From an optimization exercise on the open Yosys and OpenROAD flow, aimed at small area, a short achievable clock period and few clock cycles per item; shortcuts taken in it are not production practice. Function was checked by simulation only, so behaviour that the tests miss may differ from the original.

**design/flow/config.mk**
```make
export PLATFORM = sky130hd
export DESIGN_NAME = sfp_norm_seq
export DESIGN_NICKNAME = sfp_norm_seq
export VERILOG_FILES = /design/flow/design.v
export SDC_FILE = /design/flow/constraint.sdc
export NUM_CORES = 4
export LEC_CHECK = 0
export CAP_MARGIN = 20
export CORE_MARGIN = 2
export CORE_UTILIZATION = 50
export SETUP_SLACK_MARGIN = 2.8
export SLEW_MARGIN = 20
```
**design/flow/design.v**
```verilog
module sfp_norm_seq #(
  parameter int COL = 8,
  parameter int BW_PSUM = 20,
  parameter int OUT_SHIFT = 8,
  parameter int SW = BW_PSUM + $clog2(COL),
  parameter int BW_OUT = OUT_SHIFT + 2
) (
  input  logic                      clk,
  input  logic                      reset,
  input  logic                      mode_signed,
  input  logic                      mode_dual,
  input  logic                      in_valid,
  output logic                      in_ready,
  input  logic [COL*BW_PSUM-1:0]    in_row,
  output logic [SW-1:0]             sum_out,
  output logic                      sum_out_valid,
  input  logic [SW:0]               sum_in,
  input  logic                      sum_in_valid,
  output logic                      out_valid,
  input  logic                      out_ready,
  output logic [COL*BW_OUT-1:0]     out_row,
  output logic                      busy
);
  localparam int NS = 7;             
  localparam int RW = 25;            
  logic v0, v1, v2, v3, vo;
  logic [NS:1] vd;
  logic xd1;                         
  logic hold, adv, go1, en1, en0;
  logic dm1;
  assign hold = vo & ~out_ready;
  assign adv  = ~hold;
  assign go1 = ~dm1 | xd1 | sum_in_valid;
  assign en1 = ~v1 | (adv & go1);
  assign en0 = ~v0 | en1;
  assign in_ready = en0;
  assign out_valid = vo;
  assign busy = v0 | v1 | v2 | v3 | (|vd) | vo;
  function automatic logic [22:0] fa_s(input logic [22:0] a, input logic [22:0] b, input logic [22:0] c);
    fa_s = a ^ b ^ c;
  endfunction
  function automatic logic [22:0] fa_c(input logic [22:0] a, input logic [22:0] b, input logic [22:0] c, input logic cin);
    logic [22:0] m;
    m = (a & b) | (a & c) | (b & c);
    fa_c = {m[21:0], cin};
  endfunction
  logic [22:0] y [COL];
  logic [COL-1:0] gi;
  logic [22:0] l1s0, l1c0, l1s1, l1c1, l1s2, l1c2, l2s0, l2c0, l2s1, l2c1;
  always_comb begin
    for (int c = 0; c < COL; c++) begin
      gi[c] = in_row[c*BW_PSUM + BW_PSUM-1];
      y[c] = {4'b0, in_row[c*BW_PSUM +: BW_PSUM-1] ^ {(BW_PSUM-1){gi[c]}}};
    end
    l1s0 = fa_s(y[0], y[1], y[2]);           l1c0 = fa_c(y[0], y[1], y[2], gi[1]);
    l1s1 = fa_s(y[3], y[4], y[5]);           l1c1 = fa_c(y[3], y[4], y[5], gi[2]);
    l1s2 = fa_s(y[6], y[7], {22'b0, gi[0]}); l1c2 = fa_c(y[6], y[7], {22'b0, gi[0]}, gi[3]);
    l2s0 = fa_s(l1s0, l1c0, l1s1);           l2c0 = fa_c(l1s0, l1c0, l1s1, gi[4]);
    l2s1 = fa_s(l1c1, l1s2, l1c2);           l2c1 = fa_c(l1c1, l1s2, l1c2, gi[5]);
  end
  logic [COL*BW_PSUM-1:0] x0;
  logic sm0, dm0;
  logic [22:0] ps0 [4];
  always_ff @(posedge clk) begin
    if (reset) v0 <= 1'b0;
    else if (en0) v0 <= in_valid;
    if (en0) begin
      x0 <= in_row;
      sm0 <= mode_signed;
      dm0 <= mode_dual;
      ps0[0] <= l2s0;
      ps0[1] <= l2c0;
      ps0[2] <= l2s1;
      ps0[3] <= l2c1;
    end
  end
  logic [COL-1:0] g;
  logic [BW_PSUM-1:0] a_in [COL];
  logic [COL-1:0] ng_in;
  logic [22:0] l3s, l3c, l4s, l4c;
  always_comb begin
    for (int c = 0; c < COL; c++) begin
      g[c] = x0[c*BW_PSUM + BW_PSUM-1];
      a_in[c] = g[c] ? -x0[c*BW_PSUM +: BW_PSUM] : x0[c*BW_PSUM +: BW_PSUM];
      ng_in[c] = g[c] & sm0;
    end
    l3s = fa_s(ps0[0], ps0[1], ps0[2]);     l3c = fa_c(ps0[0], ps0[1], ps0[2], g[6]);
    l4s = fa_s(l3s, l3c, ps0[3]);           l4c = fa_c(l3s, l3c, ps0[3], g[7]);
  end
  logic [BW_PSUM-1:0] a1 [COL];
  logic [COL-1:0] ng1;
  logic [SW-1:0] s1;
  logic [SW:0] p1;
  always_ff @(posedge clk) begin
    if (reset) begin
      v1 <= 1'b0;
      xd1 <= 1'b0;
    end else if (en1) begin
      v1 <= v0;
      xd1 <= 1'b0;
    end else if (v1 && dm1 && !xd1 && sum_in_valid) begin
      xd1 <= 1'b1;
    end
    if (en1) begin
      for (int c = 0; c < COL; c++) a1[c] <= a_in[c];
      ng1 <= ng_in;
      dm1 <= dm0;
      s1 <= l4s + l4c;
    end
    if (!xd1) p1 <= sum_in;
  end
  assign sum_out = s1;
  assign sum_out_valid = v1 & dm1 & ~xd1;
  logic [BW_PSUM-1:0] a2 [COL];
  logic [COL-1:0] ng2;
  logic [SW-1:0] s2;
  logic [SW:0] p2;
  always_ff @(posedge clk) begin
    if (reset) v2 <= 1'b0;
    else if (adv) v2 <= v1 & go1;
    if (adv) begin
      for (int c = 0; c < COL; c++) a2[c] <= a1[c];
      ng2 <= ng1;
      s2 <= s1;
      p2 <= dm1 ? (xd1 ? p1 : sum_in) : '0;
    end
  end
  logic [BW_PSUM-1:0] a4 [COL];
  logic [COL-1:0] ng4;
  logic [SW:0] d4, dsum;
  assign dsum = {1'b0, s2} + p2;
  always_ff @(posedge clk) begin
    if (reset) v3 <= 1'b0;
    else if (adv) v3 <= v2;
    if (adv) begin
      for (int c = 0; c < COL; c++) a4[c] <= a2[c];
      ng4 <= ng2;
      d4 <= {dsum[SW:1], dsum[0] | (dsum == '0)};
    end
  end
  logic [RW-1:0] r [NS+1][COL];
  logic [SW:0] dd [NS+1];
  logic [COL-1:0] ngd [NS+1];
  logic [COL-1:0] q8 [NS+1];
  logic [NS-1:0] qb [NS+1][COL];    
  logic [RW-1:0] rn [NS+1][COL];
  function automatic logic [RW-1:0] nr_step(input logic [RW-1:0] rr, input logic [SW:0] dv);
    logic sub;
    logic [RW:0] t;
    sub = ~rr[RW-1];
    t = {rr[RW-2:0], 1'b0, 1'b1} + {sub, dv ^ {(SW+1){sub}}, sub};
    nr_step = t[RW:1];
  endfunction
  always_comb begin
    for (int c = 0; c < COL; c++) begin
      rn[0][c] = {4'b0, a4[c], 1'b0} - {1'b0, d4};
      for (int j = 1; j <= NS; j++) rn[j][c] = nr_step(r[j][c], dd[j]);
    end
  end
  always_ff @(posedge clk) begin
    if (reset) vd <= '0;
    else if (adv) vd <= {vd[NS-1:1], v3};
    if (adv) begin
      dd[1] <= d4;
      ngd[1] <= ng4;
      for (int c = 0; c < COL; c++) begin
        r[1][c] <= rn[0][c];
        q8[1][c] <= {3'b0, a4[c]} == d4;
        qb[1][c] <= '0;
      end
      for (int j = 2; j <= NS; j++) begin
        dd[j] <= dd[j-1];
        ngd[j] <= ngd[j-1];
        q8[j] <= q8[j-1];
        for (int c = 0; c < COL; c++) begin
          r[j][c] <= rn[j-1][c];
          qb[j][c] <= qb[j-1][c];
          qb[j][c][j-2] <= ~r[j-1][c][RW-1];
        end
      end
    end
  end
  logic [COL*BW_OUT-1:0] row_fin;
  logic [8:0] qq;
  logic [7:0] qlo;
  always_comb begin
    qq = '0;
    qlo = '0;
    for (int c = 0; c < COL; c++) begin
      for (int k = 0; k < NS-1; k++) qlo[7-k] = qb[NS][c][k];
      qlo[1] = ~r[NS][c][RW-1];
      qlo[0] = ~rn[NS][c][RW-1];
      qq = q8[NS][c] ? 9'd256 : {1'b0, qlo};
      row_fin[c*BW_OUT +: BW_OUT] = ngd[NS][c] ? -{1'b0, qq} : {1'b0, qq};
    end
  end
  always_ff @(posedge clk) begin
    if (reset) vo <= 1'b0;
    else if (adv) vo <= vd[NS];
    if (adv) out_row <= row_fin;
  end
endmodule
```
**design/flow/constraint.sdc**
```tcl
create_clock -name core_clock -period 6.0 [get_ports {clk}]
set_input_delay 1.2000 -clock core_clock [delete_from_list [all_inputs] [get_ports {clk}]]
set_output_delay 1.2000 -clock core_clock [all_outputs]
set_load 0.01 [all_outputs]
```
**design/flow/run.sh**
```bash
#!/bin/bash
# synth_recipe.tcl (not shown) runs the flow's synth.tcl, then flattens the netlist and writes it again
# the make line also repeats each setting of config.mk as NAME=value (left out here)
make -C /OpenROAD-flow-scripts/flow DESIGN_CONFIG=/design/flow/config.mk WORK_HOME=/design/flow/orfs CLKGATE_MAP_FILE= SYNTH_SCRIPT=/design/flow/synth_recipe.tcl finish
```
==> impl_metrics.json <==
{
  "wl_per_cell_um": 26.00,
  "drt-met1-wl_um": 217400,
  "dr.pass1.iters": 8,
  "syn-num-nets": 16700,
  "synthArstFlopShare": 0,
  "grtUsageTotal": 0.3082,
  "ys.flop_type": "edfxtp_1",
  "timing.final.hold_violations": 0,
  "vias": 123800,
  "crit_type": "flop to flop",
  "max_freq_ghz": 0.2516,
  "crit_path_max_fanout": 3,
  "cp.required_ns": 6.69,
  "synth_top_area_frac": 0.4783,
  "top_layer": "met4",
  "wl_um": 562200,
  "htree_levels": 5,
  "place.gp.congestion": 0.9740,
  "crit_path_end_kind": "flop",
  "antenna_found_initial": 11,
  "rsz0062_at_grt": "yes",
  "netlist_area_um2": 173300,
  "cts_made_buffers": 315,
  "worst_path_max_delay_cell": "fa_1",
  "grt_max_degree": 198,
  "fin_crit_ns": 3.975,
  "fin_worst_hold_slack_ns": 0.3912,
  "synthDistinctLibCells": 98,
  "setup_slack_ns": 2.025,
  "die_w_um": 592.7,
  "final_antenna_net_count": 0,
  "tritoncts": "built",
  "layout_common_cells": "edfxtp_1, xnor2_1, ha_1",
  "coreArea_um2": 345700,
  "synthTopCellsByArea": "edfxtp_1, xnor2_1, ha_1",
  "slew_headroom": 0.2484,
  "die_height_um": 592.7,
  "fin_crit_sh": 0.6626,
  "crit_buf_inv": 2,
  "synthCells": 14800,
  "cts_buffer_depth": 4,
  "fin_skew_ns": 0.06893,
  "io_buffers": 297,
  "crit_family": "adder cells",
  "synth_enable_flop_cells": 2760,
  "syn2layout_area_growth_pct": 26.75,
  "wl_met2_um": 271900,
  "grt_pass1_wl_um": 796000,
  "avgSynthCellArea_um2": 11.71,
  "rows": 216,
  "fin_nets": 18680,
  "post-place-ws_ns": 0.9151,
  "drc_errors": 0,
  "drv_slew": 0,
  "fillers": 26060,
  "top_level_ports": 298,
  "die_area_um2": 351300,
  "clockRootBuffer": "clkbuf_16",
  "path_common_cell": "a21oi_2",
  "status": "complete, no violations",
  "yosysSeqAreaShare": 0.4826,
  "place.detailed.hpwl_um": 411500,
  "cts_sinks": 2797,
  "critPathLaunchType": "flop",
  "path_clk_slew_ns": 0.06,
  "worst_pin_slew_ns": 1.126,
  "synth_seq_cells": 2797,
  "grt_pass1_vias": 120700,
  "yosysTopAreaCell": "edfxtp_1",
  "overflow": 0,
  "final_common_cell": "edfxtp_1",
  "cp_cell_sequence": "fa_1 -> inv_2 -> fa_1 -> inv_2 -> ha_4 -> fa_2 -> a21o_1 -> a21oi_2 -> o21bai_1 -> a21oi_2 -> a2111oi_4 -> nor2_2 -> a21oi_2 -> a21o_1 -> a2111oi_4 -> nor2_1",
  "wl_met3_um": 23640,
  "layout-drive-gt1-share": 0.2357,
  "final.setup.tns_ns": 0,
  "drv_cap": 0,
  "max_stage_delay_ns": 0.56,
  "worstSkewPairLatency_ns": 0.97,
  "hold_class": "flop to flop",
  "start_util": 0.5013,
  "cp.arrival_ns": 4.66,
  "yosys_warnings": 13,
  "viasPerCell": 5.723,
  "setup_viol": 0,
  "drtIter0Drc": 8490
}
==> per-layer routing <==
metal	GRT usage	up-vias
met3	0.03463	1356
met1	0.3645	60160
met5	0	-
met2	0.5243	3869
met4	0.2188	0
li1	-	58380
==> synth_stat cells (36+ instances only) <==
cell and instances:
o21ai_0 482, buf_1 122, xor2_1 646, a31oi_1 88, or4_1 36, nand2b_1 193, a211oi_1 99, o2111ai_1 38
or2_2 55, and3_1 112, nor3_1 281, nand4_1 102, nor2b_1 147, o21a_1 238, xnor2_1 2459, a21o_1 595
and2_1 97, dfxtp_1 37, nor3b_1 51, ha_1 1576, inv_1 518, edfxtp_1 2760, nor2_1 772, o21bai_1 135
nand3_1 234, fa_1 127, o211ai_1 93, a21oi_1 962, nand2_1 549, clkbuf_1 267, or3_1 122, nor4_1 72
o31ai_1 83, o21ai_1 82
==> what timing repair did <==
item                                     CTS  global route
buffers inserted                         995           439
cloned                                    14             3
gates resized for setup                 1491          1285
hold buffers                               0             0
endpoints found under the setup margin  1040           776
hold endpoints to repair                   0             0
pin swaps                                897          1163
==> kinds of logic after synthesis <==
logic type | count (synthesis) | share of synthesized area
xor+xnor | 3105 | 0.1569
flops | 2797 | 0.4826
mux | 35 | 0.002246
buf+inv | 939 | 0.02057
fa+ha+maj | 1703 | 0.1285
compound gates | 3306 | 0.1246
simple gates | 2916 | 0.08456
==> worst paths after layout <==
| kind | slack [ns] | from | end | depth (start not counted) |
|---|---|---|---|---|
| max reg2reg | 2.02 | x0[99] | s1[22] | 16 |
| max | 2.02 | x0[99] | s1[22] | 16 |
| min reg2reg | 0.39 | a2[5][12] | a4[5][12] | 0 |
| min | 0.39 | a2[5][12] | a4[5][12] | 0 |
==> state kept, by name (all words and copies together), names as in the netlist, 7 cells and up <==
name / cells
a4: 160
p1: 24
qb: 168
vd: 7
ng2: 8
p2: 24
out_row: 80
ng1: 8
dd: 168
a1: 160
a2: 160
x0: 159
ngd: 56
q8: 56
r: 1392
ps0: 80
d4: 24
ng4: 8
s2: 23
s1: 23
==> area by class of cell <==
type                       instances  area (um2)  share of cell area
sequential                      2797       83630              0.3808
tap                             4578        5728             0.02608
inverter                         520        2077            0.009457
clock inverter                   198        2157            0.009822
multi-input combinational      11070       97800              0.4453
timing repair buffer            2088       20010             0.09111
clock buffer                     366        8189             0.03729
antenna                           12       30.03           0.0001367
==> through the flow <==
step           utilization  instance area, um2  std cells
2_1_floorplan            -              173300      14800
3_3_place_gp        0.5297              183100      19600
3_5_place_dp        0.5298              183100      19600
4_1_cts             0.6060              209500      21170
5_1_grt             0.6353              219600      21620
6_report            0.6354              219600      21630
Testbench counts, summed over its fixed seeds: cycles 1,376, rows 1,280.

==> what the ideal ports hide <==
In the flow no input, the clock included, has a driving cell. The finished layout below was timed again as built, in two steps.
Step 1: set_driving_cell puts a clkbuf_16 on clk and a buf_2 on each other input, an assumption about the parent block.
Step 2 also shifts input and output timing later by t, the mid clock arrival at the registers, as if the neighbouring blocks saw the same clock.
Slacks: ideal ports / drivers / drivers and shift; pairs: ideal ports / drivers.
t, ns: 1.056
slack for setup (ns): 2.025 / 2.025 / 1.940
hold WS [ns]: 0.391 / 0.391 / 0.391
worst setup path at the end: input to register
clock arrival spread, ns: 0.070 / 0.069
After both steps this run still meets setup and hold. For this run, drivers alone change the setup slack by 0.000 ns; drivers and shift together by -0.085 ns.
